Background: an optimization exercise with open tools, aiming at small area and a short achievable clock period. Do not read the settings as production practice. At most, simulation tests tie the RTL to the original design; equivalence was not proved. Function not checked in runs 2 to 5: the RTL went through the layout flow alone. No activity file was given, so power comes from the tool's default toggle rates.

<file path="flow/design.v">
module sa_mul8 (
    input  logic [7:0]  a,
    input  logic [7:0]  b,
    output logic [18:0] x,
    output logic [18:0] y
);
    logic c10;
    logic c12;
    logic c14;
    logic c16;
    logic c18;
    logic c2;
    logic c20;
    logic c22;
    logic c24;
    logic c26;
    logic c28;
    logic c30;
    logic c32;
    logic c34;
    logic c36;
    logic c38;
    logic c4;
    logic c40;
    logic c42;
    logic c44;
    logic c46;
    logic c48;
    logic c50;
    logic c52;
    logic c54;
    logic c56;
    logic c58;
    logic c6;
    logic c60;
    logic c62;
    logic c64;
    logic c66;
    logic c68;
    logic c70;
    logic c72;
    logic c74;
    logic c76;
    logic c78;
    logic c8;
    logic c80;
    logic c82;
    logic c84;
    logic pp_0_0;
    logic pp_0_1;
    logic pp_0_2;
    logic pp_0_3;
    logic pp_0_4;
    logic pp_0_5;
    logic pp_0_6;
    logic pp_0_7;
    logic pp_1_0;
    logic pp_1_1;
    logic pp_1_2;
    logic pp_1_3;
    logic pp_1_4;
    logic pp_1_5;
    logic pp_1_6;
    logic pp_1_7;
    logic pp_2_0;
    logic pp_2_1;
    logic pp_2_2;
    logic pp_2_3;
    logic pp_2_4;
    logic pp_2_5;
    logic pp_2_6;
    logic pp_2_7;
    logic pp_3_0;
    logic pp_3_1;
    logic pp_3_2;
    logic pp_3_3;
    logic pp_3_4;
    logic pp_3_5;
    logic pp_3_6;
    logic pp_3_7;
    logic pp_4_0;
    logic pp_4_1;
    logic pp_4_2;
    logic pp_4_3;
    logic pp_4_4;
    logic pp_4_5;
    logic pp_4_6;
    logic pp_4_7;
    logic pp_5_0;
    logic pp_5_1;
    logic pp_5_2;
    logic pp_5_3;
    logic pp_5_4;
    logic pp_5_5;
    logic pp_5_6;
    logic pp_5_7;
    logic pp_6_0;
    logic pp_6_1;
    logic pp_6_2;
    logic pp_6_3;
    logic pp_6_4;
    logic pp_6_5;
    logic pp_6_6;
    logic pp_6_7;
    logic pp_7_0;
    logic pp_7_1;
    logic pp_7_2;
    logic pp_7_3;
    logic pp_7_4;
    logic pp_7_5;
    logic pp_7_6;
    logic pp_7_7;
    logic s1;
    logic s11;
    logic s13;
    logic s15;
    logic s17;
    logic s19;
    logic s21;
    logic s23;
    logic s25;
    logic s27;
    logic s29;
    logic s3;
    logic s31;
    logic s33;
    logic s35;
    logic s37;
    logic s39;
    logic s41;
    logic s43;
    logic s45;
    logic s47;
    logic s49;
    logic s5;
    logic s51;
    logic s53;
    logic s55;
    logic s57;
    logic s59;
    logic s61;
    logic s63;
    logic s65;
    logic s67;
    logic s69;
    logic s7;
    logic s71;
    logic s73;
    logic s75;
    logic s77;
    logic s79;
    logic s81;
    logic s83;
    logic s9;
    assign pp_0_0 = a[0] & b[0];
    assign pp_0_1 = a[0] & b[1];
    assign pp_0_2 = a[0] & b[2];
    assign pp_0_3 = a[0] & b[3];
    assign pp_0_4 = a[0] & b[4];
    assign pp_0_5 = a[0] & b[5];
    assign pp_0_6 = a[0] & b[6];
    assign pp_0_7 = ~(a[0] & b[7]);
    assign pp_1_0 = a[1] & b[0];
    assign pp_1_1 = a[1] & b[1];
    assign pp_1_2 = a[1] & b[2];
    assign pp_1_3 = a[1] & b[3];
    assign pp_1_4 = a[1] & b[4];
    assign pp_1_5 = a[1] & b[5];
    assign pp_1_6 = a[1] & b[6];
    assign pp_1_7 = ~(a[1] & b[7]);
    assign pp_2_0 = a[2] & b[0];
    assign pp_2_1 = a[2] & b[1];
    assign pp_2_2 = a[2] & b[2];
    assign pp_2_3 = a[2] & b[3];
    assign pp_2_4 = a[2] & b[4];
    assign pp_2_5 = a[2] & b[5];
    assign pp_2_6 = a[2] & b[6];
    assign pp_2_7 = ~(a[2] & b[7]);
    assign pp_3_0 = a[3] & b[0];
    assign pp_3_1 = a[3] & b[1];
    assign pp_3_2 = a[3] & b[2];
    assign pp_3_3 = a[3] & b[3];
    assign pp_3_4 = a[3] & b[4];
    assign pp_3_5 = a[3] & b[5];
    assign pp_3_6 = a[3] & b[6];
    assign pp_3_7 = ~(a[3] & b[7]);
    assign pp_4_0 = a[4] & b[0];
    assign pp_4_1 = a[4] & b[1];
    assign pp_4_2 = a[4] & b[2];
    assign pp_4_3 = a[4] & b[3];
    assign pp_4_4 = a[4] & b[4];
    assign pp_4_5 = a[4] & b[5];
    assign pp_4_6 = a[4] & b[6];
    assign pp_4_7 = ~(a[4] & b[7]);
    assign pp_5_0 = a[5] & b[0];
    assign pp_5_1 = a[5] & b[1];
    assign pp_5_2 = a[5] & b[2];
    assign pp_5_3 = a[5] & b[3];
    assign pp_5_4 = a[5] & b[4];
    assign pp_5_5 = a[5] & b[5];
    assign pp_5_6 = a[5] & b[6];
    assign pp_5_7 = ~(a[5] & b[7]);
    assign pp_6_0 = a[6] & b[0];
    assign pp_6_1 = a[6] & b[1];
    assign pp_6_2 = a[6] & b[2];
    assign pp_6_3 = a[6] & b[3];
    assign pp_6_4 = a[6] & b[4];
    assign pp_6_5 = a[6] & b[5];
    assign pp_6_6 = a[6] & b[6];
    assign pp_6_7 = ~(a[6] & b[7]);
    assign pp_7_0 = ~(a[7] & b[0]);
    assign pp_7_1 = ~(a[7] & b[1]);
    assign pp_7_2 = ~(a[7] & b[2]);
    assign pp_7_3 = ~(a[7] & b[3]);
    assign pp_7_4 = ~(a[7] & b[4]);
    assign pp_7_5 = ~(a[7] & b[5]);
    assign pp_7_6 = ~(a[7] & b[6]);
    assign pp_7_7 = a[7] & b[7];
    assign s1 = pp_6_0 ^ pp_5_1;
    assign c2 = pp_6_0 & pp_5_1;
    assign s3 = pp_7_0 ^ pp_6_1 ^ pp_5_2;
    assign c4 = (pp_7_0 & pp_6_1) | (pp_7_0 & pp_5_2) | (pp_6_1 & pp_5_2);
    assign s5 = pp_4_3 ^ pp_3_4;
    assign c6 = pp_4_3 & pp_3_4;
    assign s7 = pp_7_1 ^ pp_6_2 ^ pp_5_3;
    assign c8 = (pp_7_1 & pp_6_2) | (pp_7_1 & pp_5_3) | (pp_6_2 & pp_5_3);
    assign s9 = pp_4_4 ^ pp_3_5 ^ pp_2_6;
    assign c10 = (pp_4_4 & pp_3_5) | (pp_4_4 & pp_2_6) | (pp_3_5 & pp_2_6);
    assign s11 = pp_7_2 ^ pp_6_3 ^ pp_5_4;
    assign c12 = (pp_7_2 & pp_6_3) | (pp_7_2 & pp_5_4) | (pp_6_3 & pp_5_4);
    assign s13 = pp_4_0 ^ pp_3_1;
    assign c14 = pp_4_0 & pp_3_1;
    assign s15 = pp_5_0 ^ pp_4_1 ^ pp_3_2;
    assign c16 = (pp_5_0 & pp_4_1) | (pp_5_0 & pp_3_2) | (pp_4_1 & pp_3_2);
    assign s17 = pp_2_3 ^ pp_1_4;
    assign c18 = pp_2_3 & pp_1_4;
    assign s19 = pp_4_2 ^ pp_3_3 ^ pp_2_4;
    assign c20 = (pp_4_2 & pp_3_3) | (pp_4_2 & pp_2_4) | (pp_3_3 & pp_2_4);
    assign s21 = pp_1_5 ^ pp_0_6 ^ s1;
    assign c22 = (pp_1_5 & pp_0_6) | (pp_1_5 & s1) | (pp_0_6 & s1);
    assign s23 = pp_2_5 ^ pp_1_6 ^ pp_0_7;
    assign c24 = (pp_2_5 & pp_1_6) | (pp_2_5 & pp_0_7) | (pp_1_6 & pp_0_7);
    assign s25 = s5 ^ s3 ^ c2;
    assign c26 = (s5 & s3) | (s5 & c2) | (s3 & c2);
    assign s27 = pp_1_7 ^ s9 ^ s7;
    assign c28 = (pp_1_7 & s9) | (pp_1_7 & s7) | (s9 & s7);
    assign s29 = ~(c6 ^ c4);
    assign c30 = c6 | c4;
    assign s31 = pp_4_5 ^ pp_3_6 ^ pp_2_7;
    assign c32 = (pp_4_5 & pp_3_6) | (pp_4_5 & pp_2_7) | (pp_3_6 & pp_2_7);
    assign s33 = s11 ^ c10 ^ c8;
    assign c34 = (s11 & c10) | (s11 & c8) | (c10 & c8);
    assign s35 = pp_7_3 ^ pp_6_4 ^ pp_5_5;
    assign c36 = (pp_7_3 & pp_6_4) | (pp_7_3 & pp_5_5) | (pp_6_4 & pp_5_5);
    assign s37 = pp_4_6 ^ pp_3_7 ^ c12;
    assign c38 = (pp_4_6 & pp_3_7) | (pp_4_6 & c12) | (pp_3_7 & c12);
    assign s39 = pp_7_4 ^ pp_6_5 ^ pp_5_6;
    assign c40 = (pp_7_4 & pp_6_5) | (pp_7_4 & pp_5_6) | (pp_6_5 & pp_5_6);
    assign s41 = pp_3_0 ^ pp_2_1;
    assign c42 = pp_3_0 & pp_2_1;
    assign s43 = pp_2_2 ^ pp_1_3 ^ pp_0_4;
    assign c44 = (pp_2_2 & pp_1_3) | (pp_2_2 & pp_0_4) | (pp_1_3 & pp_0_4);
    assign s45 = pp_0_5 ^ s17 ^ s15;
    assign c46 = (pp_0_5 & s17) | (pp_0_5 & s15) | (s17 & s15);
    assign s47 = s21 ^ s19 ^ c18;
    assign c48 = (s21 & s19) | (s21 & c18) | (s19 & c18);
    assign s49 = s25 ^ s23 ^ c22;
    assign c50 = (s25 & s23) | (s25 & c22) | (s23 & c22);
    assign s51 = s29 ^ s27 ^ c26;
    assign c52 = (s29 & s27) | (s29 & c26) | (s27 & c26);
    assign s53 = s33 ^ s31 ^ c30;
    assign c54 = (s33 & s31) | (s33 & c30) | (s31 & c30);
    assign s55 = s37 ^ s35 ^ c34;
    assign c56 = (s37 & s35) | (s37 & c34) | (s35 & c34);
    assign s57 = pp_4_7 ^ s39 ^ c38;
    assign c58 = (pp_4_7 & s39) | (pp_4_7 & c38) | (s39 & c38);
    assign s59 = pp_7_5 ^ pp_6_6 ^ pp_5_7;
    assign c60 = (pp_7_5 & pp_6_6) | (pp_7_5 & pp_5_7) | (pp_6_6 & pp_5_7);
    assign s61 = pp_2_0 ^ pp_1_1;
    assign c62 = pp_2_0 & pp_1_1;
    assign s63 = pp_1_2 ^ pp_0_3 ^ s41;
    assign c64 = (pp_1_2 & pp_0_3) | (pp_1_2 & s41) | (pp_0_3 & s41);
    assign s65 = s13 ^ s43 ^ c42;
    assign c66 = (s13 & s43) | (s13 & c42) | (s43 & c42);
    assign s67 = c14 ^ s45 ^ c44;
    assign c68 = (c14 & s45) | (c14 & c44) | (s45 & c44);
    assign s69 = c16 ^ s47 ^ c46;
    assign c70 = (c16 & s47) | (c16 & c46) | (s47 & c46);
    assign s71 = c20 ^ s49 ^ c48;
    assign c72 = (c20 & s49) | (c20 & c48) | (s49 & c48);
    assign s73 = c24 ^ s51 ^ c50;
    assign c74 = (c24 & s51) | (c24 & c50) | (s51 & c50);
    assign s75 = c28 ^ s53 ^ c52;
    assign c76 = (c28 & s53) | (c28 & c52) | (s53 & c52);
    assign s77 = c32 ^ s55 ^ c54;
    assign c78 = (c32 & s55) | (c32 & c54) | (s55 & c54);
    assign s79 = c36 ^ s57 ^ c56;
    assign c80 = (c36 & s57) | (c36 & c56) | (s57 & c56);
    assign s81 = c40 ^ s59 ^ c58;
    assign c82 = (c40 & s59) | (c40 & c58) | (s59 & c58);
    assign s83 = pp_7_6 ^ pp_6_7 ^ c60;
    assign c84 = (pp_7_6 & pp_6_7) | (pp_7_6 & c60) | (pp_6_7 & c60);
    assign x = {1'b1, 1'b1, 1'b1, 1'b1, c84, c82, c80, c78, c76, c74, c72, c70, c68, c66, c64, c62, s61, pp_0_1, pp_0_0};
    assign y = {1'b0, 1'b0, 1'b0, 1'b0, pp_7_7, s83, s81, s79, s77, s75, s73, s71, s69, s67, s65, s63, pp_0_2, pp_1_0, 1'b0};
endmodule
`timescale 1ns/100ps
module sa_top
(
    input  logic        clk,
    input  logic        arst_n_i,
    input  logic        psel,
    input  logic        penable,
    input  logic        pwrite,
    input  logic [11:0] paddr,
    input  logic [31:0] pwdata,
    output logic [31:0] prdata,
    output logic        pready,
    output logic        pslverr
);
    localparam int CW = 19;
    logic [32*8-1:0] a_q;         
    logic [32*8-1:0] b_q;         
    logic [8*CW-1:0] r0_q;        
    logic [8*CW-1:0] r1_q;
    logic [8*CW-1:0] x_q;         
    logic [8*CW-1:0] y_q;
    logic [4*8-1:0]  a_op_q;
    logic [2*8-1:0]  b_op_q;
    logic            mul_act_q;
    logic [3:0]     len_q;
    logic           done_q;
    logic           cvalid_q;
    logic           phase_q;
    logic           sel_act_q;
    logic           add_act_q;
    logic           add_clr_q;
    logic [3:0]     mstep_q;
    logic           busy;
    assign busy = sel_act_q | mul_act_q | add_act_q;
    logic       setup;
    logic       hit_ctrl, hit_status, hit_len, hit_a, hit_b, hit_c, mapped;
    logic       len_ok;
    logic       err;
    logic [4:0] idx;
    logic [7:0] ab_word;
    logic [CW-1:0] c_word;
    logic [CW-1:0] rdata;
    assign setup      = psel & ~penable;
    assign hit_ctrl   = paddr == 12'h000;
    assign hit_status = paddr == 12'h004;
    assign hit_len    = paddr == 12'h008;
    assign hit_a      = (paddr[11:7] == 5'b00010) & (paddr[1:0] == 2'b00);
    assign hit_b      = (paddr[11:7] == 5'b00100) & (paddr[1:0] == 2'b00);
    assign hit_c      = (paddr[11:6] == 6'b001100) & (paddr[1:0] == 2'b00);
    assign mapped     = hit_ctrl | hit_status | hit_len | hit_a | hit_b | hit_c;
    assign idx        = paddr[6:2];
    assign len_ok     = (pwdata[31:4] == 28'd0) & (pwdata[3:0] != 4'd0) & (pwdata[3:0] <= 4'd8);
    assign err = ~mapped
               | (pwrite & busy & (hit_a | hit_b | hit_len))
               | (pwrite & hit_len & ~len_ok)
               | (pwrite & hit_ctrl & pwdata[0] & busy);
    logic [2:0] c_mac;
    logic       c_in_r1;
    assign c_mac   = {paddr[5:4], paddr[2]};
    assign c_in_r1 = paddr[3] == phase_q;
    assign c_word  = c_in_r1 ? r1_q[c_mac*CW +: CW] : r0_q[c_mac*CW +: CW];
    assign ab_word = hit_a ? a_q[idx*8 +: 8] : b_q[idx*8 +: 8];
    always_comb begin
        rdata = '0;
        if (hit_status) rdata[1:0] = {done_q, busy};
        if (hit_len)    rdata[3:0] = len_q;
        if (hit_a | hit_b) rdata = {{(CW-8){ab_word[7]}}, ab_word};
        if (hit_c & cvalid_q) rdata = c_word;
    end
    logic [CW-1:0] rdata_q;
    logic          err_q;
    logic          we_a_q, we_b_q, we_len_q, start_q;
    logic [4:0]    idx_q;
    always_ff @(posedge clk) begin
        rdata_q <= rdata;
        err_q   <= err;
        idx_q   <= idx;
    end
    always_ff @(posedge clk or negedge arst_n_i) begin
        if (!arst_n_i) begin
            we_a_q   <= 1'b0;
            we_b_q   <= 1'b0;
            we_len_q <= 1'b0;
            start_q  <= 1'b0;
        end else begin
            we_a_q   <= setup & pwrite & hit_a & ~busy;
            we_b_q   <= setup & pwrite & hit_b & ~busy;
            we_len_q <= setup & pwrite & hit_len & ~busy & len_ok;
            start_q  <= setup & pwrite & hit_ctrl & pwdata[0] & ~busy;
        end
    end
    assign prdata  = {{(32-CW){rdata_q[CW-1]}}, rdata_q};
    assign pslverr = err_q;
    assign pready  = 1'b1;
    always_ff @(posedge clk) begin
        for (int i = 0; i < 32; i++) begin
            if (we_a_q && idx_q == 5'(i)) a_q[i*8 +: 8] <= pwdata[7:0];
            if (we_b_q && idx_q == 5'(i)) b_q[i*8 +: 8] <= pwdata[7:0];
        end
    end
    always_ff @(posedge clk or negedge arst_n_i) begin
        if (!arst_n_i) begin
            len_q     <= 4'd1;
            done_q    <= 1'b0;
            cvalid_q  <= 1'b0;
            phase_q   <= 1'b0;
            sel_act_q <= 1'b0;
            mul_act_q <= 1'b0;
            add_act_q <= 1'b0;
            add_clr_q <= 1'b0;
            mstep_q   <= 4'd0;
        end else begin
            phase_q   <= ~phase_q;
            mul_act_q <= sel_act_q;
            add_act_q <= mul_act_q;
            add_clr_q <= mul_clr_q;
            if (we_len_q) len_q <= pwdata[3:0];
            if (start_q) begin
                sel_act_q <= 1'b1;
                mstep_q   <= 4'd0;
                done_q    <= 1'b0;
                cvalid_q  <= 1'b1;
            end else begin
                if (sel_act_q) begin
                    mstep_q <= mstep_q + 4'd1;
                    if (mstep_q == {len_q[2:0] - 3'd1, 1'b1}) sel_act_q <= 1'b0;
                end
                if (add_act_q & ~mul_act_q) done_q <= 1'b1;
            end
        end
    end
    logic mul_clr_q;
    always_ff @(posedge clk or negedge arst_n_i) begin
        if (!arst_n_i) mul_clr_q <= 1'b0;
        else           mul_clr_q <= sel_act_q & (mstep_q[3:1] == 3'd0);
    end
    logic [2:0]      k;
    logic            s_sel;
    logic [4*8-1:0]  a_op;
    logic [2*8-1:0]  b_op;
    logic [8*CW-1:0] px;
    logic [8*CW-1:0] py;
    assign k     = mstep_q[3:1];
    assign s_sel = phase_q;     
    always_comb begin
        for (int h = 0; h < 4; h++) begin
            a_op[h*8 +: 8] = sel_act_q ? a_q[(h*8 + int'(k))*8 +: 8] : 8'd0;
        end
        for (int j = 0; j < 2; j++) begin
            b_op[j*8 +: 8] = b_q[(int'(k)*4 + j + (s_sel ? 2 : 0))*8 +: 8];
        end
    end
    genvar gh, gj;
    generate
        for (gh = 0; gh < 4; gh++) begin : g_h
            for (gj = 0; gj < 2; gj++) begin : g_j
                sa_mul8 u_mul (
                    .a (a_op_q[gh*8 +: 8]),
                    .b (b_op_q[gj*8 +: 8]),
                    .x (px[(gh*2+gj)*CW +: CW]),
                    .y (py[(gh*2+gj)*CW +: CW])
                );
            end
        end
    endgenerate
    always_ff @(posedge clk) begin
        a_op_q <= a_op;
        b_op_q <= b_op;
        x_q    <= px;
        y_q    <= py;
        for (int m = 0; m < 8; m++) begin
            r0_q[m*CW +: CW] <= (add_clr_q ? CW'(0) : r1_q[m*CW +: CW])
                              + x_q[m*CW +: CW] + y_q[m*CW +: CW];
        end
        r1_q <= r0_q;
    end
endmodule
</file>
<file path="flow/run.sh">
#!/bin/bash
# synth_recipe.tcl (not shown) runs the flow's synth.tcl, then flattens the netlist and writes it again
# the make line also repeats each setting of config.mk as NAME=value (left out here)
make -C /OpenROAD-flow-scripts/flow DESIGN_CONFIG=/design/flow/config.mk WORK_HOME=/design/flow/orfs CLKGATE_MAP_FILE= SYNTH_SCRIPT=/design/flow/synth_recipe.tcl finish
</file>
<file path="flow/config.mk">
export PLATFORM = sky130hd
export DESIGN_NAME = sa_top
export DESIGN_NICKNAME = sa_top
export VERILOG_FILES = /design/flow/design.v
export SDC_FILE = /design/flow/constraint.sdc
export NUM_CORES = 4
export LEC_CHECK = 0
export CAP_MARGIN = 20
export CORE_MARGIN = 2
export CORE_UTILIZATION = 40
export SLEW_MARGIN = 20
</file>
<file path="flow/constraint.sdc">
create_clock -name core_clock -period 10.0 [get_ports {clk}]
set_input_delay 2.0000 -clock core_clock [delete_from_list [all_inputs] [get_ports {clk}]]
set_output_delay 2.0000 -clock core_clock [all_outputs]
set_load 0.01 [all_outputs]
</file>
==> results.sh, run 1 <==
export IMPL_outcome="timing/DRC/antenna clean"
export IMPL_r2r_end="r0_q[131]$_DFF_P_"
export IMPL_final_hold_violation_count=0
export IMPL_fin_crit_sh_pct=56.6
export IMPL_ys_seq_elements=1141
export IMPL_antenna_found_initial=4
export IMPL_tightest_slew_ns=1.22
export IMPL_grt_max_degree=100
export IMPL_io_buffers=81
export IMPL_syn_area_um2=59800
export IMPL_critPathKind="input pin to flip-flop"
export IMPL_grt_overflow_total=0
export IMPL_core_area_um2=148000
export IMPL_crit_buf_inv=2
export IMPL_drc=0
export IMPL_synth_ff_type="dfxtp_1"
export IMPL_dp_cells=6502
export IMPL_crit_path_end_kind="flip-flop"
export IMPL_tns_ns=0
export IMPL_synthTopCellsByArea="edfxtp_1, dfxtp_1, fa_1"
export IMPL_crit_chain="clkdlybuf4s50_1 -> nor4_4 -> and3_4 -> buf_4 -> nand2_1 -> a311oi_1 -> nor2_1 -> o211ai_1 -> and4_1 -> a21o_1"
export IMPL_hold_path_depth=0
export IMPL_initial_core_util_pct=40.4
export IMPL_clock_sinks=1141
export IMPL_crit_family="simple AND/OR/NAND/NOR gates"
export IMPL_max_clock_path_buffers=3
export IMPL_ys_warn_count=1
export IMPL_p_leak_nw=26.7
export IMPL_p_per_area_nw_per_um2=190
export IMPL_die_w_um=391
export IMPL_cp_slowest_cell="and3_4"
export IMPL_ys_types=74
export IMPL_grt_pass1_vias=38700
export IMPL_routedWlPerCell_um=25.0
export IMPL_ios=83
export IMPL_synth_top_area_share_pct=25.7
export IMPL_ctsHoldBuffers=0
export IMPL_final_common_cell="dfxtp_1"
export IMPL_rows=141
export IMPL_fin_crit_ns=5.66
export IMPL_vias_per_cell=5.54
export IMPL_num_vias=37300
export IMPL_startpoint_type="input pin"
export IMPL_fin_skew_ns=0.0369
export IMPL_dp_hpwl_um=114000
export IMPL_drt_iter0_markers=3220
export IMPL_setup_ws_ns=4.34
export IMPL_die_area_um2=153000
export IMPL_drv_slew=0
export IMPL_setup_viol=0
export IMPL_drv_cap=0
export IMPL_min_delay_start="r0_q[97]$_DFF_P_"
export IMPL_stdcell_count=6725
export IMPL_post_dp_cell_area_um2=62800
export IMPL_wirelength_um=168000
export IMPL_rsz0062_at_grt="no"
export IMPL_synth_edf_count=512
export IMPL_synth_top_area_cell="edfxtp_1"
export IMPL_cp_arrival_ns=6.32
export IMPL_tritoncts="yes"
export IMPL_grt_pass1_wl_um=251000
export IMPL_synth_cells=4640
export IMPL_min_path_type="flip-flop to flip-flop"
export IMPL_dr_pass1_iters=5
export IMPL_worst_ep_required_time_ns=10.66
export IMPL_critPathMaxFanout=48
export IMPL_cts_made_buffers=116
export IMPL_clkSlewWorstSetupHoldPaths_ns=0.06
export IMPL_antenna_left=0
export IMPL_cts_resized=0
export IMPL_syn_num_nets=5291
export IMPL_gp_congestion=0.955
export IMPL_ys_seq_area_share_pct=46.9
export IMPL_hold_end="r1_q[97]$_DFF_P_"
export IMPL_layout_drive_gt1_share_pct=13.4
export IMPL_die_y_um=391
export IMPL_max_stage_delay_ns=0.90
export IMPL_r2r_slack_ns=4.44
export IMPL_post_place_ws_ns=3.62
export IMPL_syn_to_final_growth_pct=11.8
export IMPL_rr_startpoint="add_clr_q$_DFF_PN0_"
export IMPL_slew_headroom_pct=18.3
export IMPL_clockRootBuffer="clkbuf_16"
export IMPL_clk_latency_ns=0.75
export IMPL_stdcell_area_um2=66900
export IMPL_nNetsFinal=5343
export IMPL_final_core_util_pct=45.2
export IMPL_fmax_mhz=177
export IMPL_synthArstFlopShare_pct=1.75
export IMPL_worstRegToRegCells=15
export IMPL_postCtsSetupBuffers=0
export IMPL_irDropWorstVdd_mv=0.141
export IMPL_syn_area_per_cell_um2=12.9
export IMPL_mostFrequentLayoutCells="dfxtp_1, edfxtp_1, inv_1, fa_1, and2_1"
export IMPL_htreeDepth=3
export IMPL_grt_usage_pct=22.3
cell type report:
type | count | area [µm²]
tap | 1930 | 2410
fill | 13200 | 81100
clock inverter | 55 | 722
multi-input combinational | 2853 | 29300
inverter | 403 | 1510
timing repair buffer | 177 | 1500
antenna | 1 | 2.50
clock buffer | 165 | 3360
sequential | 1141 | 28100
where the power goes:
group | total [W] | internal [W] | switching (W)
Sequential | 0.00541 | 0.00524 | 0.000171
Clock | 0.00465 | 0.00273 | 0.00192
Combinational | 0.00265 | 0.00122 | 0.00142
Total | 0.0127 | 0.00919 | 0.00351
how the worst max path moves through the flow:
stage / slack [ns] / depth (start not counted) / from / endpoint
final: 4.34 / 10 / paddr[10] / rdata_q[17]$_DFF_P_
after global routing: 3.96 / 15 / add_clr_q$_DFF_PN0_ / r0_q[131]$_DFF_P_
after CTS: 4.42 / 10 / paddr[10] / rdata_q[2]$_DFF_P_
after detailed placement: 3.62 / 10 / paddr[10] / rdata_q[2]$_DFF_P_
after global placement: 3.62 / 10 / paddr[10] / rdata_q[2]$_DFF_P_
after floorplan: 5.52 / 10 / paddr[10] / rdata_q[3]$_DFF_P_
per-stage QoR:
| stage | power [W] | hold slack [ns] |
|---|---|---|
| 4_1_cts | 0.0128 | 0.334 |
| 6_report | 0.0127 | 0.340 |
| 3_5_place_dp | 0.00815 | 0.334 |
| 5_1_grt | 0.0133 | 0.345 |
| 2_1_floorplan | 0.00746 | 0.326 |
| 3_3_place_gp | 0.00810 | 0.327 |
layer usage:
metal  GRT usage [%]  wire length, µm  vias to the layer above
met5               0               22                        -
met4            8.48             7070                        4
met3            4.61            14000                      336
met2            35.4            77500                     1553
met1            30.0            69800                    19100
li1                -                -                    16300
cells by family after synthesis:
logic type	count (synthesis)	share of synthesized area (%)
AND/OR/NAND/NOR	1262	11.0
flip-flops	1141	46.9
buffers and inverters	646	4.26
adder cells (fa/ha/maj)	602	17.6
multiplexers	451	13.7
AO/OA/AOI/OAI	410	4.59
XOR/XNOR	127	1.86
other	1	0.00627
sequential cells by signal, summed over array words and instances, names as in the netlist, 4 cells and up:
signal and count:
x_q 120, len_q 4, a_op_q 32, mstep_q 4, r0_q 152, b_q 256
a_q 256, idx_q 5, b_op_q 16, y_q 112, rdata_q 19, r1_q 152
cell usage after synthesis, drive strengths merged (124+ instances only):
cell type and n:
dfxtp 609, fa 400, nor2 206, inv 403, nor2b 124, mux2i 150, edfxtp 512, nand2 290
ha 202, mux4 293, and2 349, clkbuf 168
==> run 2, diff against run 1 <==
--- a/flow/design.v
+++ b/flow/design.v
@@ -333,7 +333,6 @@
     logic           phase_q;
     logic           sel_act_q;
     logic           add_act_q;
-    logic           add_clr_q;
     logic [3:0]     mstep_q;
     logic           busy;
     assign busy = sel_act_q | mul_act_q | add_act_q;
@@ -345,6 +344,7 @@
     logic [7:0] ab_word;
     logic [CW-1:0] c_word;
     logic [CW-1:0] rdata;
+    logic          mul_clr_q;
     assign setup      = psel & ~penable;
     assign hit_ctrl   = paddr == 12'h000;
     assign hit_status = paddr == 12'h004;
@@ -359,19 +359,23 @@
                | (pwrite & busy & (hit_a | hit_b | hit_len))
                | (pwrite & hit_len & ~len_ok)
                | (pwrite & hit_ctrl & pwdata[0] & busy);
-    logic [2:0] c_mac;
-    logic       c_in_r1;
-    assign c_mac   = {paddr[5:4], paddr[2]};
-    assign c_in_r1 = paddr[3] == phase_q;
-    assign c_word  = c_in_r1 ? r1_q[c_mac*CW +: CW] : r0_q[c_mac*CW +: CW];
-    assign ab_word = hit_a ? a_q[idx*8 +: 8] : b_q[idx*8 +: 8];
-    always_comb begin
-        rdata = '0;
-        if (hit_status) rdata[1:0] = {done_q, busy};
-        if (hit_len)    rdata[3:0] = len_q;
-        if (hit_a | hit_b) rdata = {{(CW-8){ab_word[7]}}, ab_word};
-        if (hit_c & cvalid_q) rdata = c_word;
-    end
+    logic [3:0]      c_sel;
+    logic [16*CW-1:0] c_all;
+    logic [5:0]      ab_sel;
+    logic [64*8-1:0] ab_all;
+    assign c_sel   = {paddr[5:4], paddr[2], ~(paddr[3] ^ phase_q)};
+    assign c_all   = {r1_q[7*CW +: CW], r0_q[7*CW +: CW], r1_q[6*CW +: CW], r0_q[6*CW +: CW],
+                      r1_q[5*CW +: CW], r0_q[5*CW +: CW], r1_q[4*CW +: CW], r0_q[4*CW +: CW],
+                      r1_q[3*CW +: CW], r0_q[3*CW +: CW], r1_q[2*CW +: CW], r0_q[2*CW +: CW],
+                      r1_q[1*CW +: CW], r0_q[1*CW +: CW], r1_q[0*CW +: CW], r0_q[0*CW +: CW]};
+    assign c_word  = c_all[c_sel*CW +: CW];
+    assign ab_sel  = {paddr[9], idx};
+    assign ab_all  = {b_q, a_q};
+    assign ab_word = ab_all[ab_sel*8 +: 8];
+    assign rdata = ({CW{hit_a | hit_b}} & {{(CW-8){ab_word[7]}}, ab_word})
+                 | ({CW{hit_c & cvalid_q}} & c_word)
+                 | ({CW{hit_status}} & {{(CW-2){1'b0}}, done_q, busy})
+                 | ({CW{hit_len}} & {{(CW-4){1'b0}}, len_q});
     logic [CW-1:0] rdata_q;
     logic          err_q;
     logic          we_a_q, we_b_q, we_len_q, start_q;
@@ -412,13 +416,11 @@
             sel_act_q <= 1'b0;
             mul_act_q <= 1'b0;
             add_act_q <= 1'b0;
-            add_clr_q <= 1'b0;
             mstep_q   <= 4'd0;
         end else begin
             phase_q   <= ~phase_q;
             mul_act_q <= sel_act_q;
             add_act_q <= mul_act_q;
-            add_clr_q <= mul_clr_q;
             if (we_len_q) len_q <= pwdata[3:0];
             if (start_q) begin
                 sel_act_q <= 1'b1;
@@ -434,7 +436,6 @@
             end
         end
     end
-    logic mul_clr_q;
     always_ff @(posedge clk or negedge arst_n_i) begin
         if (!arst_n_i) mul_clr_q <= 1'b0;
         else           mul_clr_q <= sel_act_q & (mstep_q[3:1] == 3'd0);
@@ -468,15 +469,18 @@
             end
         end
     endgenerate
+    logic [8*CW-1:0] acc_s;
+    logic [8*CW-1:0] acc_c;
+    assign acc_s = r1_q ^ x_q ^ y_q;
+    assign acc_c = (r1_q & x_q) | (r1_q & y_q) | (x_q & y_q);
     always_ff @(posedge clk) begin
         a_op_q <= a_op;
         b_op_q <= b_op;
         x_q    <= px;
         y_q    <= py;
         for (int m = 0; m < 8; m++) begin
-            r0_q[m*CW +: CW] <= (add_clr_q ? CW'(0) : r1_q[m*CW +: CW])
-                              + x_q[m*CW +: CW] + y_q[m*CW +: CW];
+            r0_q[m*CW +: CW] <= acc_s[m*CW +: CW] + {acc_c[m*CW +: CW-1], 1'b0};
         end
-        r1_q <= r0_q;
+        r1_q <= mul_clr_q ? '0 : r0_q;
     end
 endmodule
==> flow/flow/run.sh (new file) <==
#!/bin/bash
# Standard ORFS layout, with port buffers that can drive and a setup margin
# that makes repair_timing work below the 10 ns clock.
set -e
export BUFFER_PORTS_ARGS="-buffer_cell sky130_fd_sc_hd__buf_4"
export SETUP_SLACK_MARGIN=6.2
cp standard.sh standard_copy.txt
bash standard.sh > standard.log 2>&1
==> flow/standard.sh (new file) <==
#!/bin/bash
# synth_recipe.tcl (not shown) runs the flow's synth.tcl, then flattens the netlist and writes it again
# the make line also repeats each setting of config.mk as NAME=value (left out here)
make -C /OpenROAD-flow-scripts/flow DESIGN_CONFIG=/design/flow/config.mk WORK_HOME=/design/flow/orfs CLKGATE_MAP_FILE= SYNTH_SCRIPT=/design/flow/synth_recipe.tcl "${@:-finish}"
removed: flow/run.sh
==> results.sh, run 2 <==
export IMPL_outcome="timing/DRC/antenna clean"
export IMPL_synth_edf_count=512
export IMPL_ys_seq_elements=1140
export IMPL_drt_iter0_markers=3263
export IMPL_muxShareOfSynthArea_pct=14.9
export IMPL_tns_ns=0
export IMPL_max_clock_path_buffers=3
export IMPL_drv_slew=0
export IMPL_final_common_cell="dfxtp_1"
export IMPL_slew_headroom_pct=19.1
export IMPL_num_vias=36100
export IMPL_rows=141
export IMPL_startpoint_type="input pin"
export IMPL_routedWlPerCell_um=24.9
export IMPL_multiInputGateArea_um2=29300
export IMPL_cts_made_buffers=117
export IMPL_syn_to_final_growth_pct=12.0
export IMPL_dp_cells=6318
export IMPL_layout_drive_gt1_share_pct=16.1
export IMPL_dr_pass1_iters=7
export IMPL_setup_viol=0
export IMPL_synth_most_common_cell="dfxtp_1"
export IMPL_synthArstFlopShare_pct=1.67
export IMPL_syn_area_um2=59700
export IMPL_synth_top_area_cell="edfxtp_1"
export IMPL_clk_latency_ns=0.77
export IMPL_synthSimpleGateAreaFrac_pct=10.0
export IMPL_synth_compound_area_share_pct=4.69
export IMPL_grt_pass1_wl_um=245000
export IMPL_synthTopCellsByArea="edfxtp_1, dfxtp_1, fa_1"
export IMPL_synth_top_area_share_pct=25.7
export IMPL_largestRegisters="a_q x256, b_q x256"
export IMPL_stdcell_count=6555
export IMPL_nFillCells=13100
export IMPL_p_leak_nw=26.8
export IMPL_die_w_um=390
export IMPL_critPathKind="input pin to flip-flop"
export IMPL_synth_top_family_by_area="adder cells"
export IMPL_ys_seq_area_share_pct=47.0
export IMPL_htreeDepth=3
export IMPL_diodes=0
export IMPL_regArea_um2=28100
export IMPL_synth_ff_type="dfxtp_1"
export IMPL_grt_pass1_vias=37400
export IMPL_fmax_mhz=257
export IMPL_mostFrequentLayoutCells="dfxtp_1, edfxtp_1, fa_1, and2_1"
export IMPL_wirelength_um=163000
export IMPL_ios=83
export IMPL_grt_usage_pct=21.6
export IMPL_synth_fa_ha_area_share_pct=17.6
export IMPL_clock_sinks=1140
export IMPL_nNetsFinal=5172
export IMPL_synth_xor_area_share_pct=1.67
export IMPL_fin_crit_ns=3.89
export IMPL_cp_arrival_ns=4.53
export IMPL_die_area_um2=152000
export IMPL_syn_num_nets=5137
export IMPL_synthTopCellsByCount="dfxtp_1, edfxtp_1, fa_1"
export IMPL_io_buffers=81
export IMPL_grt_overflow_total=0
export IMPL_core_area_um2=148000
export IMPL_irDropWorstVdd_mv=0.201
export IMPL_crit_path_end_kind="flip-flop"
export IMPL_fin_crit_sh_pct=38.9
export IMPL_final_hold_violation_count=0
export IMPL_clockRootBuffer="clkbuf_16"
export IMPL_antenna_found_initial=7
export IMPL_clkSlewWorstSetupHoldPaths_ns=0.07
export IMPL_tritoncts="yes"
export IMPL_min_path_type="flip-flop to flip-flop"
export IMPL_critPathMaxFanout=66
export IMPL_antenna_left=0
export IMPL_dp_hpwl_um=108000
export IMPL_gp_congestion=0.873
export IMPL_initial_core_util_pct=40.4
export IMPL_synth_cells=4486
export IMPL_fin_skew_ns=0.0795
export IMPL_ys_warn_count=1
export IMPL_die_y_um=390
export IMPL_ys_types=76
export IMPL_rsz0062_at_grt="yes"
export IMPL_worst_ep_required_time_ns=10.64
export IMPL_syn_area_per_cell_um2=13.3
export IMPL_drc=0
export IMPL_drv_cap=0
export IMPL_tightest_slew_ns=1.21
export IMPL_p_per_area_nw_per_um2=194
export IMPL_vias_per_cell=5.51
export IMPL_grt_max_degree=85
[run 2: worst max-delay path, cell delays in order]
cell	delay, ns
clkbuf_8	0.60
buf_6	0.53
mux4_2	0.40
nor2b_1	0.15
a211oi_1	0.25
a211o_1	0.18
a21oi_1	0.08
a221o_1	0.27
[run 2: area by class of cell]
cell class	count	share of cell area (%)
well taps	1930	3.61
clock buffers	149	4.88
inverters	338	1.90
multi-input cells	2764	43.9
repair buffers	160	2.28
clock inverters	74	1.49
flip-flops and latches	1140	42.0
[run 2: report_power, final]
part / leakage, nW / switching, W / internal, W
sequential: 9.81 / 0.000281 / 0.00523
clock: 2.05 / 0.00197 / 0.00279
combinational: 14.9 / 0.00141 / 0.00127
total: 26.8 / 0.00367 / 0.00929
[run 2: stage by stage]
step | util, % | cell area, µm² | total power (W) | hold WS, ns | setup WS (ns)
2_1_floorplan | - | 59800 | 0.00752 | 0.352 | 6.14
3_3_place_gp | 42.0 | 62100 | 0.00822 | 0.380 | 4.14
3_5_place_dp | 42.0 | 62200 | 0.00825 | 0.384 | 4.08
4_1_cts | 45.1 | 66700 | 0.0130 | 0.398 | 6.11
5_1_grt | 45.2 | 66900 | 0.0135 | 0.418 | 6.10
6_report | 45.2 | 66900 | 0.0130 | 0.401 | 6.11
[run 2: path summary, 6_finish.rpt]
kind,from,to,slack [ns],depth (start not counted)
max in group asynchronous,arst_n_i,mul_clr_q$_DFF_PN0_,8.60,1
min in group asynchronous,arst_n_i,phase_q$_DFF_PN0_,1.11,1
setup / recovery,paddr[4],rdata_q[4]$_DFF_P_,6.11,8
hold / removal,mul_act_q$_DFF_PN0_,add_act_q$_DFF_PN0_,0.40,0
setup reg to reg,r1_q[39]$_SDFF_PP0_,r0_q[55]$_DFF_P_,6.37,10
hold reg to reg,mul_act_q$_DFF_PN0_,add_act_q$_DFF_PN0_,0.40,0
[run 2: timing repair]
item / CTS / global route
endpoints found under the setup margin: 19 / 21
cloned: 5 / 3
pin swaps: 0 / 1
gates resized for setup: 20 / 10
hold buffers: 0 / 0
buffers inserted: 1 / 1
[run 2: cells by family (layout without fill, tap and decap cells)]
| logic type | count (synthesis) | after routing |
|---|---|---|
| AOI/OAI and AO/OA | 425 | 425 |
| xor gates and xnor gates | 113 | 113 |
| adders and majority gates | 602 | 602 |
| buffers and inverters | 582 | 721 |
| DFF | 1140 | 1140 |
| muxes | 469 | 469 |
| other | 1 | 1 |
| and+or+nand+nor | 1154 | 1154 |
[run 2: per-layer routing]
metal / global-route usage [%] / wire length (µm) / vias up
met1: 30.1 / 70300 / 18600
met4: 6.52 / 5420 / 2
met2: 34.4 / 75700 / 1334
li1: - / - / 15900
met5: 0 / 17 / -
met3: 3.82 / 11900 / 272
==> run 3, diff against run 2 <==
==> flow/flow/run.sh (replaced) <==
#!/bin/bash
# Standard ORFS layout, with port buffers that can drive, free cell sizing and
# a setup margin that makes repair_timing work below the 10 ns clock.
set -e
export BUFFER_PORTS_ARGS="-buffer_cell sky130_fd_sc_hd__buf_4"
bash standard.sh MATCH_CELL_FOOTPRINT=0 SETUP_SLACK_MARGIN=6.4 finish > standard.log 2>&1
==> results.sh, run 3 <==
export IMPL_total_power_w=0.0126
export IMPL_crit_chain="buf_16 -> buf_16 -> buf_16 -> mux4_2 -> mux4_2 -> o211ai_1 -> nand3_1"
export IMPL_final_hold_violation_count=0
export IMPL_largestRegisters="a_q x256, b_q x256"
export IMPL_synth_cells=4486
export IMPL_cts_made_buffers=118
export IMPL_initial_core_util_pct=40.4
export IMPL_grt_usage_pct=22.0
export IMPL_crit_path_end_kind="flip-flop"
export IMPL_dr_pass1_iters=5
export IMPL_final_core_util_pct=45.0
export IMPL_grt_pass1_wl_um=247000
export IMPL_die_area_um2=152000
export IMPL_nFillCells=13100
export IMPL_layout_drive_gt1_share_pct=15.7
export IMPL_routedWlPerCell_um=25.2
export IMPL_synthSimpleGateAreaFrac_pct=10.0
export IMPL_grt_max_degree=80
export IMPL_synthArstFlopShare_pct=1.67
export IMPL_fmax_mhz=279
export IMPL_tightest_slew_ns=1.12
export IMPL_syn_to_final_growth_pct=11.5
export IMPL_muxShareOfSynthArea_pct=14.9
export IMPL_mostFrequentLayoutCells="dfxtp_1, edfxtp_1, fa_1, and2_1"
export IMPL_clock_sinks=1140
export IMPL_tns_ns=0
export IMPL_ctsHoldBuffers=0
export IMPL_htreeDepth=3
export IMPL_ys_seq_elements=1140
export IMPL_clk_latency_ns=0.77
export IMPL_ys_types=76
export IMPL_min_delay_start="mul_act_q$_DFF_PN0_"
export IMPL_ys_warn_count=1
export IMPL_min_path_type="flip-flop to flip-flop"
export IMPL_drc=0
export IMPL_rr_startpoint="r1_q[119]$_SDFF_PP0_"
export IMPL_die_w_um=390
export IMPL_wirelength_um=165000
export IMPL_synthTopCellsByCount="dfxtp_1, edfxtp_1, fa_1"
export IMPL_p_per_area_nw_per_um2=189
export IMPL_slew_headroom_pct=24.8
export IMPL_p_leak_nw=26.6
export IMPL_final_common_cell="dfxtp_1"
export IMPL_stdcell_area_um2=66600
export IMPL_nNetsFinal=5179
export IMPL_crit_start="paddr[3]"
export IMPL_drv_slew=0
export IMPL_setup_viol=0
export IMPL_synthTopCellsByArea="edfxtp_1, dfxtp_1, fa_1"
export IMPL_syn_num_nets=5137
export IMPL_post_dp_cell_area_um2=62200
export IMPL_max_clock_path_buffers=3
export IMPL_clockRootBuffer="clkbuf_16"
export IMPL_num_vias=36200
export IMPL_syn_area_per_cell_um2=13.3
export IMPL_crit_family="multiplexers"
export IMPL_dp_hpwl_um=110000
export IMPL_synth_top_area_cell="edfxtp_1"
export IMPL_synth_top_family_by_area="adder cells"
export IMPL_io_buffers=81
export IMPL_vias_per_cell=5.52
export IMPL_synth_edf_count=512
export IMPL_grt_overflow_total=0
export IMPL_grt_pass1_vias=37400
export IMPL_crit_buf_inv=3
export IMPL_gp_congestion=0.887
export IMPL_synth_ff_type="dfxtp_1"
export IMPL_worst_ep_required_time_ns=10.61
export IMPL_ios=83
export IMPL_drt_iter0_markers=3201
export IMPL_syn_area_um2=59700
export IMPL_drv_cap=0
export IMPL_fin_crit_ns=3.58
export IMPL_synth_compound_area_share_pct=4.69
export IMPL_antenna_left=0
export IMPL_synth_xor_area_share_pct=1.67
export IMPL_max_stage_delay_ns=0.53
export IMPL_cp_arrival_ns=4.20
export IMPL_synth_top_area_share_pct=25.7
export IMPL_dp_cells=6324
export IMPL_die_y_um=390
export IMPL_critPathKind="input pin to flip-flop"
export IMPL_rsz0062_at_grt="no"
export IMPL_synth_fa_ha_area_share_pct=17.6
export IMPL_cpMostUsedCell="buf_16"
export IMPL_antenna_found_initial=2
export IMPL_irDropWorstVdd_mv=0.159
export IMPL_tritoncts="yes"
export IMPL_cp_slowest_cell="mux4_2"
export IMPL_core_area_um2=148000
export IMPL_fin_crit_sh_pct=35.8
export IMPL_fin_skew_ns=0.0589
export IMPL_ys_seq_area_share_pct=47.0
export IMPL_outcome="timing/DRC/antenna clean"
export IMPL_critPathMaxFanout=19
export IMPL_clkSlewWorstSetupHoldPaths_ns=0.06
export IMPL_stdcell_count=6558
export IMPL_synth_most_common_cell="dfxtp_1"
export IMPL_startpoint_type="input pin"
export IMPL_rows=141
run 3: cell counts after synthesis:
Identical to the previous run, type by type.
run 3: through the flow:
stage / hold slack [ns] / setup slack [ns]
after floorplan: 0.352 / 6.14
after global placement: 0.385 / 4.06
after detailed placement: 0.382 / 4.31
after CTS: 0.381 / 6.41
after global routing: 0.384 / 6.40
final: 0.384 / 6.42
run 3: per-layer routing:
layer | up-vias | track usage, % | wire (µm)
li1 | 15900 | - | -
met4 | 2 | 8.14 | 6520
met2 | 1424 | 34.7 | 76700
met5 | - | 0 | 14
met3 | 272 | 3.48 | 11100
met1 | 18600 | 30.6 | 70800
run 3: power by group:
| part | total (W) | switching (W) | internal [W] | leakage, nW |
|---|---|---|---|---|
| logic | 0.00270 | 0.00142 | 0.00128 | 15.0 |
| clock network | 0.00435 | 0.00189 | 0.00246 | 1.86 |
| registers | 0.00556 | 0.000329 | 0.00523 | 9.82 |
| total | 0.0126 | 0.00364 | 0.00897 | 26.6 |
run 3: layout make-up:
type                    count  area, µm²  area share, %
clock inverters            50        489          0.735
repair buffers            166       1640           2.47
flip-flops and latches   1140      28100           42.1
clock buffers             169       3320           4.99
inverters                 338       1270           1.91
well taps                1930       2410           3.63
multi-input cells        2764      29400           44.1
diodes                      1       2.50        0.00376
run 3: cell families (layout without fill, tap and decap cells):
kind of cell	count (synthesis)	in the layout
and+or+nand+nor	1154	1154
other	1	2
muxes	469	469
xor gates and xnor gates	113	113
DFF	1140	1140
adders and majority gates	602	602
AOI/OAI and AO/OA	425	425
buffers and inverters	582	723
run 3: path summary, 6_finish.rpt:
| kind | slack [ns] | to | cells past startpoint |
|---|---|---|---|
| worst max-delay path | 6.42 | rdata_q[0]$_DFF_P_ | 7 |
| worst min-delay path | 0.38 | add_act_q$_DFF_PN0_ | 0 |
| worst max register to register | 6.53 | r0_q[132]$_DFF_P_ | 9 |
| worst min register to register | 0.38 | add_act_q$_DFF_PN0_ | 0 |
| max in group asynchronous | 8.58 | len_q[0]$_DFFE_PN1P_ | 1 |
| min in group asynchronous | 1.12 | mstep_q[1]$_DFFE_PN0P_ | 1 |
run 3: what timing repair did:
item | 4_1_cts | 5_1_grt
gates resized for setup | 55 | 20
gates cloned | 9 | 0
setup endpoints to repair | 36 | 45
buffers inserted | 3 | 0
hold endpoints to repair | 0 | 0
pin swaps | 3 | 1
run 3: worst reg2reg max path, stage by stage, from the launching register on:
cell     delay [ns]
dfxtp_1        0.41
fa_1           0.45
ha_1           0.36
o21a_1         0.21
o21a_1         0.22
o21ai_0        0.47
or2_2          0.22
a21oi_1        0.10
o41ai_1        0.74
xnor2_1        0.13
==> run 4, diff against run 3 <==
--- a/flow/config.mk
+++ b/flow/config.mk
@@ -7,5 +7,6 @@
 export LEC_CHECK = 0
 export CAP_MARGIN = 20
 export CORE_MARGIN = 2
-export CORE_UTILIZATION = 40
+export CORE_UTILIZATION = 55
+export CTS_BUF_LIST = sky130_fd_sc_hd__clkbuf_4 sky130_fd_sc_hd__clkbuf_8
 export SLEW_MARGIN = 20
==> results.sh, run 4 <==
export IMPL_drc=0
export IMPL_synth_ff_type="dfxtp_1"
export IMPL_num_vias=36500
export IMPL_crit_chain="buf_16 -> xor2_4 -> buf_12 -> mux4_2 -> nor2b_1 -> a211oi_1 -> a21oi_1 -> a221o_1"
export IMPL_grt_pass1_wl_um=247000
export IMPL_grt_usage_pct=30.6
export IMPL_clkSlewWorstSetupHoldPaths_ns=0.06
export IMPL_seqPwrFrac_pct=43.9
export IMPL_crit_family="compound AO/OA/AOI/OAI gates"
export IMPL_rr_startpoint="r1_q[59]$_SDFF_PP0_"
export IMPL_critPathKind="input pin to flip-flop"
export IMPL_syn_to_final_growth_pct=10.9
export IMPL_critPathMaxFanout=22
export IMPL_ys_warn_count=1
export IMPL_total_power_w=0.0128
export IMPL_vias_per_cell=5.91
export IMPL_initial_core_util_pct=55.6
export IMPL_r2r_slack_ns=6.52
export IMPL_fin_crit_ns=3.58
export IMPL_nNetsFinal=5251
export IMPL_fmax_mhz=280
export IMPL_crit_start="paddr[3]"
export IMPL_ys_seq_area_share_pct=47.0
export IMPL_outcome="timing/DRC/antenna clean"
export IMPL_fin_crit_sh_pct=35.8
export IMPL_syn_num_nets=5137
export IMPL_slew_headroom_pct=21.5
export IMPL_synth_cells=4486
export IMPL_cp_arrival_ns=4.35
export IMPL_synthArstFlopShare_pct=1.67
export IMPL_antenna_found_initial=6
export IMPL_synth_top_area_cell="edfxtp_1"
export IMPL_clockRootBuffer="clkbuf_8"
export IMPL_p_per_area_nw_per_um2=194
export IMPL_gp_congestion=0.865
export IMPL_synth_top_area_share_pct=25.7
export IMPL_p_comb_share_pct=20.8
export IMPL_grt_overflow_total=0
export IMPL_tritoncts="yes"
export IMPL_largestRegisters="a_q x256, b_q x256"
export IMPL_die_y_um=334
export IMPL_drv_cap=0
export IMPL_layout_drive_gt1_share_pct=18.7
export IMPL_worstRegToRegCells=9
export IMPL_whs_ns=0.403
export IMPL_syn_area_um2=59700
export IMPL_synthTopCellsByArea="edfxtp_1, dfxtp_1, fa_1"
export IMPL_switching_share_pct=29.2
export IMPL_rsz0062_at_grt="yes"
export IMPL_core_area_um2=107000
export IMPL_min_delay_start="mul_act_q$_DFF_PN0_"
export IMPL_worst_ep_required_time_ns=10.77
export IMPL_setup_ws_ns=6.42
export IMPL_max_clock_path_buffers=3
export IMPL_crit_path_end_kind="flip-flop"
export IMPL_hold_path_depth=0
export IMPL_intPower_w=0.00907
export IMPL_grt_pass1_vias=37600
export IMPL_rows=120
export IMPL_ios=83
export IMPL_setup_viol=0
export IMPL_max_stage_delay_ns=0.51
export IMPL_tns_ns=0
export IMPL_clock_sinks=1140
export IMPL_irDropWorstVdd_mv=0.112
export IMPL_crit_buf_inv=2
export IMPL_syn_area_per_cell_um2=13.3
export IMPL_dr_pass1_iters=7
export IMPL_io_buffers=81
export IMPL_ys_types=76
export IMPL_ys_seq_elements=1140
export IMPL_final_hold_violation_count=0
export IMPL_drv_slew=0
export IMPL_min_path_type="flip-flop to flip-flop"
export IMPL_p_leak_nw=27.0
export IMPL_tightest_slew_ns=1.17
export IMPL_p_sw_w=0.00375
export IMPL_r2r_end="r0_q[75]$_DFF_P_"
export IMPL_synthTopCellsByCount="dfxtp_1, edfxtp_1, fa_1"
export IMPL_synth_most_common_cell="dfxtp_1"
export IMPL_clkPwrFrac_pct=35.3
export IMPL_crit_path_end="rdata_q[4]$_DFF_P_"
export IMPL_clk_latency_ns=0.90
export IMPL_fin_skew_ns=0.0528
export IMPL_cp_num_cells=8
export IMPL_htreeDepth=4
export IMPL_die_w_um=334
export IMPL_startpoint_type="input pin"
export IMPL_wirelength_um=167000
export IMPL_routedWlPerCell_um=27.1
export IMPL_grt_max_degree=94
export IMPL_drt_iter0_markers=2952
export IMPL_synth_edf_count=512
export IMPL_post_dp_cell_area_um2=61500
export IMPL_final_common_cell="dfxtp_1"
export IMPL_dp_hpwl_um=113000
export IMPL_die_area_um2=111000
export IMPL_antenna_left=0
export IMPL_stdcell_area_um2=66300
export IMPL_cts_made_buffers=193
export IMPL_post_place_ws_ns=4.07
export IMPL_cp_slowest_cell="mux4_2"
export IMPL_mostFrequentLayoutCells="dfxtp_1, edfxtp_1, fa_1, and2_1"
==> run 4: worst reg2reg max path, cell delays in order (launching register included) <==
cell      delay, ns
dfxtp_1        0.41
fa_1           0.48
ha_1           0.33
a211oi_1       0.21
o21bai_1       0.14
and2_1         0.19
o41ai_1        0.67
o22ai_1        0.30
a221oi_1       0.50
xnor2_1        0.12
==> run 4: final cells by class <==
type | instances | area [µm²]
Fill cell | 8503 | 41100
Multi-Input combinational cell | 2764 | 29300
Sequential cell | 1140 | 28100
Clock buffer | 304 | 3710
Tap cell | 1403 | 1760
Timing Repair Buffer | 163 | 1560
Inverter | 338 | 1270
Clock inverter | 53 | 522
Antenna cell | 9 | 22.5
==> run 4: kinds of logic after synthesis <==
logic type | after synthesis | share of synthesized area, %
other | 1 | 0.00628
DFF | 1140 | 47.0
buffers and inverters | 582 | 4.07
AOI/OAI and AO/OA | 425 | 4.69
adders and majority gates | 602 | 17.6
muxes | 469 | 14.9
xor gates and xnor gates | 113 | 1.67
and+or+nand+nor | 1154 | 10.0
==> run 4: power groups by stage <==
stage | Clock (W) | Sequential, W | Combinational [W]
3_3_place_gp | 0 | 0.00576 | 0.00257
4_1_cts | 0.00460 | 0.00565 | 0.00264
3_5_place_dp | 0 | 0.00574 | 0.00261
2_1_floorplan | 0 | 0.00545 | 0.00208
5_1_grt | 0.00480 | 0.00564 | 0.00297
6_report | 0.00453 | 0.00563 | 0.00266
==> run 4: routing by layer <==
metal,track usage (%),routed length (µm),up-vias
li1,-,-,16100
met1,39.4,66500,18700
met2,51.6,82900,1361
met3,5.19,10600,344
met4,12.4,7020,4
met5,0,23,-
==> run 4: timing repair <==
action | in CTS | in global routing
hold buffers | 0 | 0
buffers inserted | 2 | 1
gates resized for setup | 37 | 6
pin swaps | 0 | 2
setup endpoints to repair | 49 | 16
gates cloned | 6 | 3
==> run 4: stage by stage <==
stage / std cells / util (%)
2_1_floorplan: 4486 / -
3_3_place_gp: 5794 / 57.3
3_5_place_dp: 5795 / 57.3
4_1_cts: 6160 / 61.6
5_1_grt: 6170 / 61.7
6_report: 6174 / 61.7
==> run 4: how the worst min path moves through the flow <==
stage	slack, ns	to
after global routing	0.40	add_act_q$_DFF_PN0_
after floorplan	0.35	mul_act_q$_DFF_PN0_
after detailed placement	0.39	add_act_q$_DFF_PN0_
final	0.40	add_act_q$_DFF_PN0_
after global placement	0.37	add_act_q$_DFF_PN0_
after CTS	0.40	add_act_q$_DFF_PN0_
==> run 5, diff against run 4 <==
==> flow/flow/run.sh (replaced) <==
#!/bin/bash
# Standard ORFS layout, with port buffers that can drive, free cell sizing and
# a setup margin that makes repair_timing work below the 10 ns clock.
set -e
export BUFFER_PORTS_ARGS="-buffer_cell sky130_fd_sc_hd__buf_4"
bash standard.sh MATCH_CELL_FOOTPRINT=0 SETUP_SLACK_MARGIN=6.8 finish > standard.log 2>&1
--- a/flow/config.mk
+++ b/flow/config.mk
@@ -7,6 +7,5 @@
 export LEC_CHECK = 0
 export CAP_MARGIN = 20
 export CORE_MARGIN = 2
-export CORE_UTILIZATION = 55
-export CTS_BUF_LIST = sky130_fd_sc_hd__clkbuf_4 sky130_fd_sc_hd__clkbuf_8
+export CORE_UTILIZATION = 40
 export SLEW_MARGIN = 20
==> results.sh, run 5 <==
export IMPL_synth_top_family_by_area="adder cells"
export IMPL_num_vias=36900
export IMPL_ios=83
export IMPL_core_area_um2=148000
export IMPL_synth_cells=4486
export IMPL_initial_core_util_pct=40.4
export IMPL_tns_ns=0
export IMPL_cp_arrival_ns=4.00
export IMPL_p_comb_share_pct=21.9
export IMPL_intPower_w=0.00919
export IMPL_wirelength_um=171000
export IMPL_antenna_left=0
export IMPL_synth_top_area_cell="edfxtp_1"
export IMPL_ys_seq_elements=1140
export IMPL_synth_edf_count=512
export IMPL_critPathMaxFanout=6
export IMPL_die_y_um=390
export IMPL_cts_made_buffers=119
export IMPL_vias_per_cell=5.57
export IMPL_critPathKind="input pin to flip-flop"
export IMPL_final_hold_violation_count=0
export IMPL_outcome="timing/DRC/antenna clean"
export IMPL_p_per_area_nw_per_um2=189
export IMPL_ys_warn_count=1
export IMPL_cpMostUsedCell="buf_12"
export IMPL_clock_sinks=1140
export IMPL_slew_headroom_pct=24.4
export IMPL_seqPwrFrac_pct=42.8
export IMPL_grt_pass1_vias=37200
export IMPL_stdcell_count=6633
export IMPL_synth_fa_ha_area_share_pct=17.6
export IMPL_dr_pass1_iters=6
export IMPL_final_common_cell="dfxtp_1"
export IMPL_tightest_slew_ns=1.13
export IMPL_dp_cells=6319
export IMPL_max_stage_delay_ns=0.48
export IMPL_syn_area_um2=59700
export IMPL_clkSlewWorstSetupHoldPaths_ns=0.06
export IMPL_setup_ws_ns=6.61
export IMPL_synthSimpleGateAreaFrac_pct=10.0
export IMPL_largestRegisters="a_q x256, b_q x256"
export IMPL_fin_crit_ns=3.39
export IMPL_clockRootBuffer="clkbuf_16"
export IMPL_syn_area_per_cell_um2=13.3
export IMPL_syn_to_final_growth_pct=14.8
export IMPL_total_power_w=0.0130
export IMPL_die_area_um2=152000
export IMPL_p_sw_w=0.00379
export IMPL_ys_seq_area_share_pct=47.0
export IMPL_synth_ff_type="dfxtp_1"
export IMPL_startpoint_type="input pin"
export IMPL_setup_viol=0
export IMPL_worst_ep_required_time_ns=10.61
export IMPL_syn_num_nets=5137
export IMPL_grt_overflow_total=0
export IMPL_drc=0
export IMPL_htreeDepth=3
export IMPL_crit_chain="buf_16 -> buf_12 -> buf_16 -> mux4_2 -> mux2i_1 -> a22oi_1 -> nand3_1 -> a31oi_4 -> a41oi_4 -> buf_12 -> buf_12 -> nand2_1"
export IMPL_drt_iter0_markers=3376
export IMPL_synthTopCellsByArea="edfxtp_1, dfxtp_1, fa_1"
export IMPL_irDropWorstVdd_mv=0.158
export IMPL_post_place_ws_ns=4.24
export IMPL_grt_max_degree=76
export IMPL_synth_top_area_share_pct=25.7
export IMPL_gp_congestion=0.872
export IMPL_p_leak_nw=27.4
export IMPL_fin_skew_ns=0.0769
export IMPL_switching_share_pct=29.2
export IMPL_synth_xor_area_share_pct=1.67
export IMPL_muxShareOfSynthArea_pct=14.9
export IMPL_synthArstFlopShare_pct=1.67
export IMPL_fin_crit_sh_pct=33.9
export IMPL_min_path_type="flip-flop to flip-flop"
export IMPL_io_buffers=81
export IMPL_drv_cap=0
export IMPL_synth_most_common_cell="dfxtp_1"
export IMPL_grt_usage_pct=22.4
export IMPL_die_w_um=390
export IMPL_layout_drive_gt1_share_pct=19.7
export IMPL_mostFrequentLayoutCells="dfxtp_1, edfxtp_1, fa_1, and2_1"
export IMPL_routedWlPerCell_um=25.8
export IMPL_clk_latency_ns=0.78
export IMPL_max_clock_path_buffers=3
export IMPL_rsz0062_at_grt="yes"
export IMPL_synthTopCellsByCount="dfxtp_1, edfxtp_1, fa_1"
export IMPL_synth_compound_area_share_pct=4.69
export IMPL_tritoncts="yes"
export IMPL_cp_slowest_cell="mux4_2"
export IMPL_rows=141
export IMPL_fmax_mhz=295
export IMPL_drv_slew=0
export IMPL_crit_path_end_kind="flip-flop"
export IMPL_grt_pass1_wl_um=252000
export IMPL_nNetsFinal=5246
export IMPL_dp_hpwl_um=110000
export IMPL_antenna_found_initial=4
export IMPL_clkPwrFrac_pct=35.3
export IMPL_whs_ns=0.401
export IMPL_ys_types=76
-- run 5: cell counts after synthesis --
Identical to the previous run, type by type.
-- run 5: worst paths after layout --
path                                           start                      to  slack, ns  depth (start not counted)
worst max-delay path                        paddr[3]     rdata_q[17]$_DFF_P_       6.61                         12
worst min-delay path             mul_act_q$_DFF_PN0_     add_act_q$_DFF_PN0_       0.40                          0
worst max register to register  r1_q[134]$_SDFF_PP0_       r0_q[144]$_DFF_P_       6.80                         13
worst min register to register   mul_act_q$_DFF_PN0_     add_act_q$_DFF_PN0_       0.40                          0
max in group asynchronous                   arst_n_i    len_q[0]$_DFFE_PN1P_       8.61                          1
min in group asynchronous                   arst_n_i  mstep_q[2]$_DFFE_PN0P_       1.10                          1
-- run 5: final cells by class --
cell class | count | area, µm²
well taps | 1930 | 2410
multi-input cells | 2764 | 29900
flip-flops and latches | 1140 | 28200
clock buffers | 164 | 3450
fillers | 13100 | 79500
diodes | 2 | 5.00
repair buffers | 232 | 2760
clock inverters | 63 | 638
inverters | 338 | 1270
-- run 5: power by group through the flow --
| stage | combinational [W] | clock [W] | sequential [W] |
|---|---|---|---|
| floorplan | 0.00208 | 0 | 0.00545 |
| global route | 0.00314 | 0.00484 | 0.00558 |
| global placement | 0.00257 | 0 | 0.00569 |
| finish | 0.00284 | 0.00458 | 0.00556 |
| CTS | 0.00275 | 0.00465 | 0.00557 |
| detailed placement | 0.00262 | 0 | 0.00568 |
-- run 5: kinds of logic (layout without fill, tap and decap cells) --
| family | after synthesis | count (layout) |
|---|---|---|
| fa+ha+maj | 602 | 602 |
| xor+xnor | 113 | 113 |
| compound gates | 425 | 425 |
| simple gates | 1154 | 1154 |
| flops | 1140 | 1140 |
| other cells | 1 | 3 |
| mux | 469 | 469 |
| buf+inv | 582 | 797 |
-- run 5: metrics by stage --
stage	utilization [%]	area (µm²)
6_report	46.3	68600
5_1_grt	46.3	68500
4_1_cts	45.9	67900
3_5_place_dp	42.0	62200
3_3_place_gp	42.0	62200
2_1_floorplan	-	60000
-- run 5: repair_timing --
item                                    in CTS  in global routing
pin swaps                                   35                 36
buffers inserted                            33                 22
endpoints found under the setup margin     136                116
cloned                                      26                  3
resized for setup                          208                 95
hold buffers                                 0                  0
-- run 5: per-layer routing --
metal  vias up  routed length [µm]  GRT usage [%]
li1      16000                   -              -
met1     19100               72200           31.2
met2      1490               80000           35.7
met3       296               13000           4.01
met4         2                6100           7.00
met5         -                  12              0
-- run 5: critical path: cells and delay by family --
family                 cells  cell delay (ns)
AOI/OAI and AO/OA          3             0.41
buffers and inverters      5             0.68
muxes                      2             0.66
and+or+nand+nor            2             0.20

## separate check: timing with driven ports
The flow's constraints put no driver on any port. The routed layouts listed below were extracted and timed again, unchanged, in two steps.
Step 1 (the two cells are an assumption about what drives the block):
set clk [get_ports {clk}]
set_driving_cell -lib_cell sky130_fd_sc_hd__clkbuf_16 $clk
set_driving_cell -lib_cell sky130_fd_sc_hd__buf_2 [delete_from_list [all_inputs] $clk]
Step 2 adds t to the input delays and takes it off the output delays; t is the mean of the earliest and latest rising clock arrival at the registers after step 1. Input paths then give back, and output paths get back, about the clock's delay inside the block.
Slacks: no drivers / after step 1 / after step 2; pairs: no drivers / after step 1.
run | shift t [ns] | setup slack, ns | worst slew at a driven data input, ns
run 1 | 0.805 | 4.340 / 4.396 / 3.591 | 0.05
run 2 | 0.810 | 6.112 / 6.150 / 5.339 | 0.15
run 3 | 0.817 | 6.415 / 6.293 / 5.476 | 0.24
run 4 | 0.957 | 6.424 / 6.314 / 5.357 | 0.27
run 5 | 0.819 | 6.606 / 6.340 / 5.521 | 0.39
After both steps every run listed still meets setup and hold. The setup slack of run 5, which loses most, moves by -0.266 ns with the drivers and by -1.085 ns with both steps.
